This is an optimization exercise on Yosys and OpenROAD, whose aim is small area, a short achievable clock period and few clock cycles, not a production implementation.
RTL that was checked went through simulation tests only; none was proved equivalent to the original.

Setup of north:
// md_unit
module md_unit (
    input  logic        clk,
    input  logic        reset,
    input  logic        start,
    input  logic [2:0]  MD_OP,
    input  logic [31:0] A,
    input  logic [31:0] B,
    input  logic        cancel,
    input  logic        D_MD,
    output logic        busy,
    output logic [31:0] MD_OUT,
    output logic [31:0] HI,
    output logic [31:0] LO,
    output logic        md_stall
);
Size in the first run: about 170 I/O pins, roughly 0.029 mm2 of cells after synthesis.
==> flow/config.mk <==
export PLATFORM = sky130hd
export DESIGN_NAME = md_unit
export DESIGN_NICKNAME = md_unit
export VERILOG_FILES = /design/flow/design.v
export SDC_FILE = /design/flow/constraint.sdc
export NUM_CORES = 4
export LEC_CHECK = 0
export ABC_AREA = 1
export CAP_MARGIN = 20
export CORE_MARGIN = 2
export CORE_UTILIZATION = 40
export SLEW_MARGIN = 20
==> flow/constraint.sdc <==
create_clock -name core_clock -period 90.0 [get_ports {clk}]
set_input_delay 18.0000 -clock core_clock [delete_from_list [all_inputs] [get_ports {clk}]]
set_output_delay 18.0000 -clock core_clock [all_outputs]
set_load 0.01 [all_outputs]
standard.sh (not shown) runs the stock make flow with config.mk's settings and CLKGATE_MAP_FILE= SYNTH_SCRIPT=/design/flow/synth_recipe.tcl, a recipe that flattens the netlist after the stock synthesis.
==> flow/flow/run.sh <==
#!/bin/bash
# The standard layout, with two changes:
#  - the port buffers are buf_1 cells instead of the default choice;
#  - after the standard synthesis, flow/fa_polarity.py removes the inverters
#    that synthesis leaves around full adders and XOR gates (choosing each
#    adder's polarity and XOR/XNOR), then the standard flow continues from
#    that netlist. Registers and their names are untouched;
#  - after the resizer's repair, flow/io_paths.tcl sizes up the cells on the
#    paths from input ports to output ports while that makes the worst of
#    them faster (detailed placement then legalizes).
# Each tool's output goes to a log file of its own here.
set -euo pipefail
export BUFFER_PORTS_ARGS="-buffer_cell sky130_fd_sc_hd__buf_1"
export POST_RESIZE_TCL="$PWD/flow/io_paths.tcl"
RES="$PWD/orfs/results/sky130hd/md_unit/base"
bash standard.sh "$RES/1_2_yosys.v" > standard_synth.log 2>&1
cp "$RES/1_2_yosys.v" yosys_netlist_before_fa_polarity.v
python3 flow/fa_polarity.py yosys_netlist_before_fa_polarity.v "$RES/1_2_yosys.v" > fa_polarity.log 2>&1
touch "$RES/1_2_yosys.v"
bash standard.sh > standard.log 2>&1
Other scripts of this flow, unchanged in this note and not shown: flow/flow/fa_polarity.py, flow/flow/io_paths.tcl
Input changes introduced in south (baseline for comparison: north):
diff --git a/flow/design.v b/flow/design.v
--- a/flow/design.v
+++ b/flow/design.v
@@ -58,39 +58,27 @@
             wire        two = (b1 & ~b0 & ~bm) | (~b1 & b0 & bm);
             wire        neg = b1 & ~(b0 & bm);
             wire [33:0] me  = {m[32], m};
             wire [33:0] m2  = {m, 1'b0};
             wire [33:0] pp  = (({34{one}} & me) | ({34{two}} & m2)) ^ {34{neg}};
             wire [RW-1:0] px = {{(RW-35){1'b0}}, 1'b1, ~pp[33], pp[32:0]};
             wire [RW-1:0] pn = (j == 0) ? '0 : (RW'(negs[(j > 0) ? j-1 : 0]) << (2*j-2));
             assign pterm[j] = (px << (2*j)) | pn;
             assign negs[j]  = neg;
         end
     endgenerate
     wire [RW-1:0] mext = (RW'(1) << 32) | (RW'(negs[KB-1]) << (2*KB-2));
-    logic [RW-1:0] cs_s [0:KB];
-    logic [RW-1:0] cs_c [0:KB];
-    assign cs_s[0] = {{(RW-33){1'b0}}, ~acc[32], acc[31:0]};
-    assign cs_c[0] = mext;
-    generate
-        for (j = 0; j < KB; j++) begin : g_csa
-            wire [RW-1:0] p  = pterm[j];
-            wire [RW-1:0] a  = cs_s[j];
-            wire [RW-1:0] b  = cs_c[j];
-            wire [RW-1:0] co = (a & b) | (p & (a ^ b));
-            assign cs_s[j+1] = a ^ b ^ p;
-            assign cs_c[j+1] = {co[RW-2:0], 1'b0};
-        end
-    endgenerate
-    wire [RW-1:0] msum = cs_s[KB] + cs_c[KB];
+    wire [RW-1:0] msum = {{(RW-33){1'b0}}, ~acc[32], acc[31:0]} + mext
+                       + pterm[0] + pterm[1] + pterm[2] + pterm[3]
+                       + pterm[4] + pterm[5] + pterm[6] + pterm[7];
     wire        a_neg  = op_sgn & A[31];
     wire        b_neg  = op_sgn & B[31];
     wire [31:0] a_m1   = A - {31'd0, a_neg};
     wire [31:0] a_est  = a_neg ? ~a_m1 : A;
     wire [31:0] b_est  = b_neg ? ~B : B;
     wire        b_zero = (B == 32'd0);
     function automatic logic [5:0] lead1(input logic [31:0] x);
         lead1 = 6'd0;
         for (int k = 0; k < 32; k++)
             if (x[k]) lead1 = 6'(k);
     endfunction
     wire [5:0] la    = lead1(a_est);
==> comparison <==
- Number of global-route vias before repair came out lower on south than on north.
- south against north: final weighted congestion in routability-driven placement climbed 1.8%, clock buffer count from CTS barely changed, placement row count climbed 1.0%.
- Diff north -> south | number of nets at the end of the flow | up by a few percent
- In the route summary, south ends up with a via count exceeding that of north.
- Taking north as the reference, in south number of standard cells in the final layout excluding fillers now larger, maximum achievable frequency went up.
- Post-route fraction of the period consumed by the critical path | south below north
- Changes observed in south relative to north: non-clock inverter instance count of the final layout higher, worst setup slack higher, met3 routing resource usage after global routing higher.
Testbench counts of south, summed over its fixed seeds: cycles 49,782.
No functional check of the RTL was part of north.


Setup of run K:
md_unit, a different RTL version from the one above (not shown whole).
For scale: ~3500 cells after synthesis, about 110 flip-flops, about 170 I/O pins, ~26000 sq um of cells after synthesis.
Design md_unit, start of the top module:
module md_unit (
    input  logic        clk,
    input  logic        reset,
    input  logic        start,
    input  logic [2:0]  MD_OP,
    input  logic [31:0] A,
    input  logic [31:0] B,
    input  logic        cancel,
    input  logic        D_MD,
    output logic        busy,
    output logic [31:0] MD_OUT,
    output logic [31:0] HI,
    output logic [31:0] LO,
    output logic        md_stall
);
    localparam int KB  = 8;               
    localparam int KD  = 2;               
    localparam int LKD = 1;               
    localparam int NM  = 16 / KB;         
    localparam int W   = 33 + KD;         
    logic          r_busy;
    logic          r_div;       
    logic          r_fix;       
    logic          r_corr;      
    logic          r_bp;        
    logic          r_hx;        
    logic          r_negq;      
    logic          r_negr;      
    logic [4:0]    r_cnt;       
    logic [W-1:0]  r_d;         
    logic [31:0]   r_hi;
    logic [31:0]   r_lo;
    wire op_mul = (MD_OP[2:1] == 2'b00);
    wire op_div = (MD_OP[2:1] == 2'b01);
    wire op_sgn = ~MD_OP[0];
    wire        a_neg  = op_sgn & A[31];
  ...
==> module md_unit, before the edit <==
module md_unit (
    input  logic        clk,
    input  logic        reset,
    input  logic        start,
    input  logic [2:0]  MD_OP,
    input  logic [31:0] A,
    input  logic [31:0] B,
    input  logic        cancel,
    input  logic        D_MD,
    output logic        busy,
    output logic [31:0] MD_OUT,
    output logic [31:0] HI,
    output logic [31:0] LO,
    output logic        md_stall
);
    localparam int KB  = 8;               
    localparam int KD  = 2;               
    localparam int LKD = 1;               
    localparam int NM  = 16 / KB;         
    localparam int W   = 33 + KD;         
    logic          r_busy;
    logic          r_div;       
    logic          r_fix;       
    logic          r_corr;      
    logic          r_bp;        
    logic          r_hx;        
    logic          r_negq;      
    logic          r_negr;      
    logic [4:0]    r_cnt;       
    logic [W-1:0]  r_d;         
    logic [31:0]   r_hi;
    logic [31:0]   r_lo;
    wire op_mul = (MD_OP[2:1] == 2'b00);
    wire op_div = (MD_OP[2:1] == 2'b01);
    wire op_sgn = ~MD_OP[0];
    wire        a_neg  = op_sgn & A[31];
    wire        b_neg  = op_sgn & B[31];
    wire [31:0] a_est  = a_neg ? ~A : A;
    wire [31:0] b_est  = b_neg ? ~B : B;
    wire        b_zero = (B == 32'd0);
    wire        a_zero = (A == 32'd0);
    function automatic logic [5:0] lead1(input logic [31:0] x);
        lead1 = 6'd0;
        for (int i = 0; i < 32; i++)
            if (x[i]) lead1 = 6'(i);
    endfunction
    wire [5:0] la    = lead1(a_est) + {5'd0, a_neg};
    wire [5:0] lb    = lead1(b_est);
    wire       quick = a_zero | (la < lb);          
    wire [5:0] sdiff = la - lb;                     
    wire [5:0] ncyc  = (sdiff + 6'(KD)) >> LKD;     
    wire [5:0] seff  = 6'((ncyc << LKD) - 1);       
    wire [W-1:0] b_ext = {{(W-32){b_neg}}, B};
    wire [W-1:0] b_sh  = b_ext << seff;
    wire [W-1:0] d_div = (b_neg ? b_sh : ~b_sh) ^ {W{a_neg}};
    wire        last  = (r_cnt == 5'd0);
    wire [32:0] m     = r_d[32:0];
    logic [32:0] macc [0:KB];
    logic [2*KB-1:0] pbits;
    assign macc[0] = {r_hx, r_hi};
    genvar j, i;
    generate
        for (j = 0; j < KB; j++) begin : g_mrow
            wire        b1  = r_lo[2*j+1];
            wire        b0  = r_lo[2*j];
            wire        bm  = (j == 0) ? r_bp : r_lo[2*j-1];
            wire        one = b0 ^ bm;
            wire        two = (b1 & ~b0 & ~bm) | (~b1 & b0 & bm);
            wire        neg = b1 & ~(b0 & bm);
            wire [33:0] me  = {m[32], m};
            wire [33:0] m2  = {m, 1'b0};
            wire [33:0] pp  = (({34{one}} & me) | ({34{two}} & m2)) ^ {34{neg}};
            wire [34:0] x   = {{2{macc[j][32]}}, macc[j]};
            wire [34:0] y   = {pp[33], pp};
            wire [35:0] c;
            wire [34:0] s;
            assign c[0] = neg;
            for (i = 0; i < 35; i++) begin : g_bit
                assign s[i]   = x[i] ^ y[i] ^ c[i];
                assign c[i+1] = (x[i] & y[i]) | (c[i] & (x[i] ^ y[i]));
            end
            assign pbits[2*j+1:2*j] = s[1:0];
            assign macc[j+1]        = s[34:2];
        end
    endgenerate
    wire        corr = last & r_corr;
    wire [32:0] cy   = corr ? m : 33'd0;
    wire [33:0] cc;
    wire [32:0] cs;
    assign cc[0] = 1'b0;
    generate
        for (i = 0; i < 33; i++) begin : g_cbit
            assign cs[i]   = macc[KB][i] ^ cy[i] ^ cc[i];
            assign cc[i+1] = (macc[KB][i] & cy[i]) | (cc[i] & (macc[KB][i] ^ cy[i]));
        end
    endgenerate
    wire [31:0] mul_hi = cs[31:0];
    wire        mul_hx = cs[32];
    wire [31:0] mul_lo = {pbits, r_lo[31:2*KB]};
    logic [31:0]   drem [0:KD];
    logic [KD-1:0] qbit;
    wire           dcin = ~r_negq;
    assign drem[0] = r_hi;
    generate
        for (j = 0; j < KD; j++) begin : g_drow
            wire [W-1:0] y = (r_d >> j) | ({W{r_d[W-1]}} & ~({W{1'b1}} >> j));
            wire [W-1:0] x = {{(W-32){r_negr}}, drem[j]};
            wire [W:0]   c;
            wire [W-1:0] s;
            wire         ok;
            assign c[0] = dcin;
            for (i = 0; i < W; i++) begin : g_bit
                assign s[i]   = x[i] ^ y[i] ^ c[i];
                assign c[i+1] = (x[i] & y[i]) | (c[i] & (x[i] ^ y[i]));
            end
            assign ok           = s[W-1] ^ ~r_negr;
            assign qbit[KD-1-j] = ok ^ r_negq;
            assign drem[j+1]    = ok ? s[31:0] : drem[j];
        end
    endgenerate
    wire [31:0] div_hi = drem[KD];
    wire [31:0] div_lo = {r_lo[31-KD:0], qbit};
    always_ff @(posedge clk) begin
        if (reset) begin
            r_busy <= 1'b0;
            r_fix  <= 1'b0;
            r_hi   <= 32'd0;
            r_lo   <= 32'd0;
        end else if (!r_busy) begin
            if (start && !cancel) begin
                if (op_mul) begin
                    r_busy <= 1'b1;
                    r_div  <= 1'b0;
                    r_corr <= ~op_sgn & B[31];
                    r_bp   <= 1'b0;
                    r_hx   <= 1'b0;
                    r_cnt  <= 5'(NM - 1);
                    r_d    <= W'({op_sgn & A[31], A});
                    r_hi   <= 32'd0;
                    r_lo   <= B;
                end else if (op_div) begin
                    if (!b_zero) begin
                        if (quick) begin
                            r_hi <= A;
                            r_lo <= 32'd0;
                        end else begin
                            r_busy <= 1'b1;
                            r_div  <= 1'b1;
                            r_cnt  <= 5'(ncyc - 6'd1);
                            r_d    <= d_div;
                            r_negq <= a_neg ^ b_neg;
                            r_negr <= a_neg;
                            r_hi   <= A - {31'd0, a_neg};
                            r_lo   <= {32{a_neg ^ b_neg}};
                        end
                    end
                end else if (MD_OP == 3'b100) begin
                    r_hi <= A;
                end else if (MD_OP == 3'b101) begin
                    r_lo <= A;
                end
            end
        end else if (r_fix) begin
            r_fix  <= 1'b0;
            r_busy <= 1'b0;
            if (r_negr) r_hi <= r_hi + 32'd1;
            if (r_negq) r_lo <= r_lo + 32'd1;
        end else begin
            r_cnt <= r_cnt - 5'd1;
            if (r_div) begin
                r_hi <= div_hi;
                r_lo <= div_lo;
                r_d  <= {{KD{r_d[W-1]}}, r_d[W-1:KD]};
                if (last) begin
                    if (r_negq | r_negr) r_fix <= 1'b1;
                    else                 r_busy <= 1'b0;
                end
            end else begin
                r_hi <= mul_hi;
                r_hx <= mul_hx;
                r_lo <= mul_lo;
                r_bp <= r_lo[2*KB-1];
                if (last) r_busy <= 1'b0;
            end
        end
    end
    assign busy     = r_busy;
    assign HI       = r_hi;
    assign LO       = r_lo;
    assign md_stall = D_MD & (r_busy | (start & ~cancel));
    assign MD_OUT   = (MD_OP == 3'b110) ? r_hi :
                      (MD_OP == 3'b111) ? r_lo : 32'd0;
endmodule
Settings: LEC_CHECK=0, ABC_AREA=1, CAP_MARGIN=20, CORE_MARGIN=2, CORE_UTILIZATION=40, SLEW_MARGIN=20; clock period 90.0 ns.
run.sh (not shown) runs the stock make flow with config.mk's settings and CLKGATE_MAP_FILE= SYNTH_SCRIPT=/design/flow/synth_recipe.tcl, a recipe that flattens the netlist after the stock synthesis.
Stock flow here: none of the scripts above is used.
Testbench counts of run K, summed over its fixed seeds: cycles 68,859.
## Diff of input files: run A against run K
diff --git a/flow/design.v b/flow/design.v
--- a/flow/design.v
+++ b/flow/design.v
@@ -15,16 +15,15 @@
     output logic        md_stall
 );
     localparam int KB  = 8;               
     localparam int KD  = 2;               
     localparam int LKD = 1;               
     localparam int NM  = 16 / KB;         
-    localparam int W   = 33 + KD;         
+    localparam int W   = 32 + KD;         
     logic          r_busy;
     logic          r_div;       
-    logic          r_fix;       
     logic          r_corr;      
     logic          r_bp;        
     logic          r_hx;        
     logic          r_negq;      
     logic          r_negr;      
     logic [4:0]    r_cnt;       
@@ -116,18 +115,18 @@
             end
             assign ok           = s[W-1] ^ ~r_negr;
             assign qbit[KD-1-j] = ok ^ r_negq;
             assign drem[j+1]    = ok ? s[31:0] : drem[j];
         end
     endgenerate
-    wire [31:0] div_hi = drem[KD];
-    wire [31:0] div_lo = {r_lo[31-KD:0], qbit};
+    wire [31:0] div_q  = {r_lo[31-KD:0], qbit};
+    wire [31:0] div_hi = (last & r_negr) ? drem[KD] + 32'd1 : drem[KD];
+    wire [31:0] div_lo = (last & r_negq) ? div_q + 32'd1    : div_q;
     always_ff @(posedge clk) begin
         if (reset) begin
             r_busy <= 1'b0;
-            r_fix  <= 1'b0;
             r_hi   <= 32'd0;
             r_lo   <= 32'd0;
         end else if (!r_busy) begin
             if (start && !cancel) begin
                 if (op_mul) begin
                     r_busy <= 1'b1;
@@ -158,33 +157,24 @@
                 end else if (MD_OP == 3'b100) begin
                     r_hi <= A;
                 end else if (MD_OP == 3'b101) begin
                     r_lo <= A;
                 end
             end
-        end else if (r_fix) begin
-            r_fix  <= 1'b0;
-            r_busy <= 1'b0;
-            if (r_negr) r_hi <= r_hi + 32'd1;
-            if (r_negq) r_lo <= r_lo + 32'd1;
         end else begin
             r_cnt <= r_cnt - 5'd1;
+            if (last) r_busy <= 1'b0;
             if (r_div) begin
                 r_hi <= div_hi;
                 r_lo <= div_lo;
                 r_d  <= {{KD{r_d[W-1]}}, r_d[W-1:KD]};
-                if (last) begin
-                    if (r_negq | r_negr) r_fix <= 1'b1;
-                    else                 r_busy <= 1'b0;
-                end
             end else begin
                 r_hi <= mul_hi;
                 r_hx <= mul_hx;
                 r_lo <= mul_lo;
                 r_bp <= r_lo[2*KB-1];
-                if (last) r_busy <= 1'b0;
             end
         end
     end
     assign busy     = r_busy;
     assign HI       = r_hi;
     assign LO       = r_lo;
Findings:
Run A ended with less placed cell area than run K. Run A: time the final worst path needs with I/O delays and setup 0.31 ns below run K. Compared run A vs run K, and met2 wirelength from detailed routing is down in run A. Of run A and run K, the run reporting the lower core utilization was run A. Summary of run A over run K: initial standard-cell utilization of the core shows no meaningful change, die width closely matched the old numbers. Changes observed in run A relative to run K: maximum frequency increased by about 0.8% relative to the old numbers, wire length of the first global-routing pass decreased by 19000 microns relative to the old numbers, number of sinks on the clock net decreased by 2 relative to the old numbers, final area decreased by 1.4% relative to the old numbers.
Only the layout flow was run in run A; the RTL was not checked for function there.

afterwards: timing with drivers on the ports:
Ports are ideal in the flow. The routed layouts listed here were re-timed in OpenROAD.
Step 1, drivers: a clkbuf_16 drives clk and a buf_2 each remaining input, both assumed.
Step 2 also shifts input and output timing later by t, the mid clock arrival at the registers, as if the neighbouring blocks saw the same clock.
Three values: ideal ports, drivers, drivers and shift; two values: the first two.
run | shift t [ns] | setup WS [ns] | hold WS [ns]
north | 0.462 | 52.634 / 52.613 / 52.613 | 0.625 / 0.625 / 0.625
south | 0.453 | 53.142 / 53.094 / 53.094 | 0.569 / 0.569 / 0.569
run K | 0.454 | 51.555 / 51.532 / 51.532 | 0.540 / 0.540 / 0.540
run A | 0.448 | 51.867 / 51.832 / 51.832 | 0.517 / 0.517 / 0.517
After both steps every run listed still meets setup and hold. For south, which loses most, drivers alone change the setup slack by -0.048 ns; drivers and shift together by -0.048 ns.
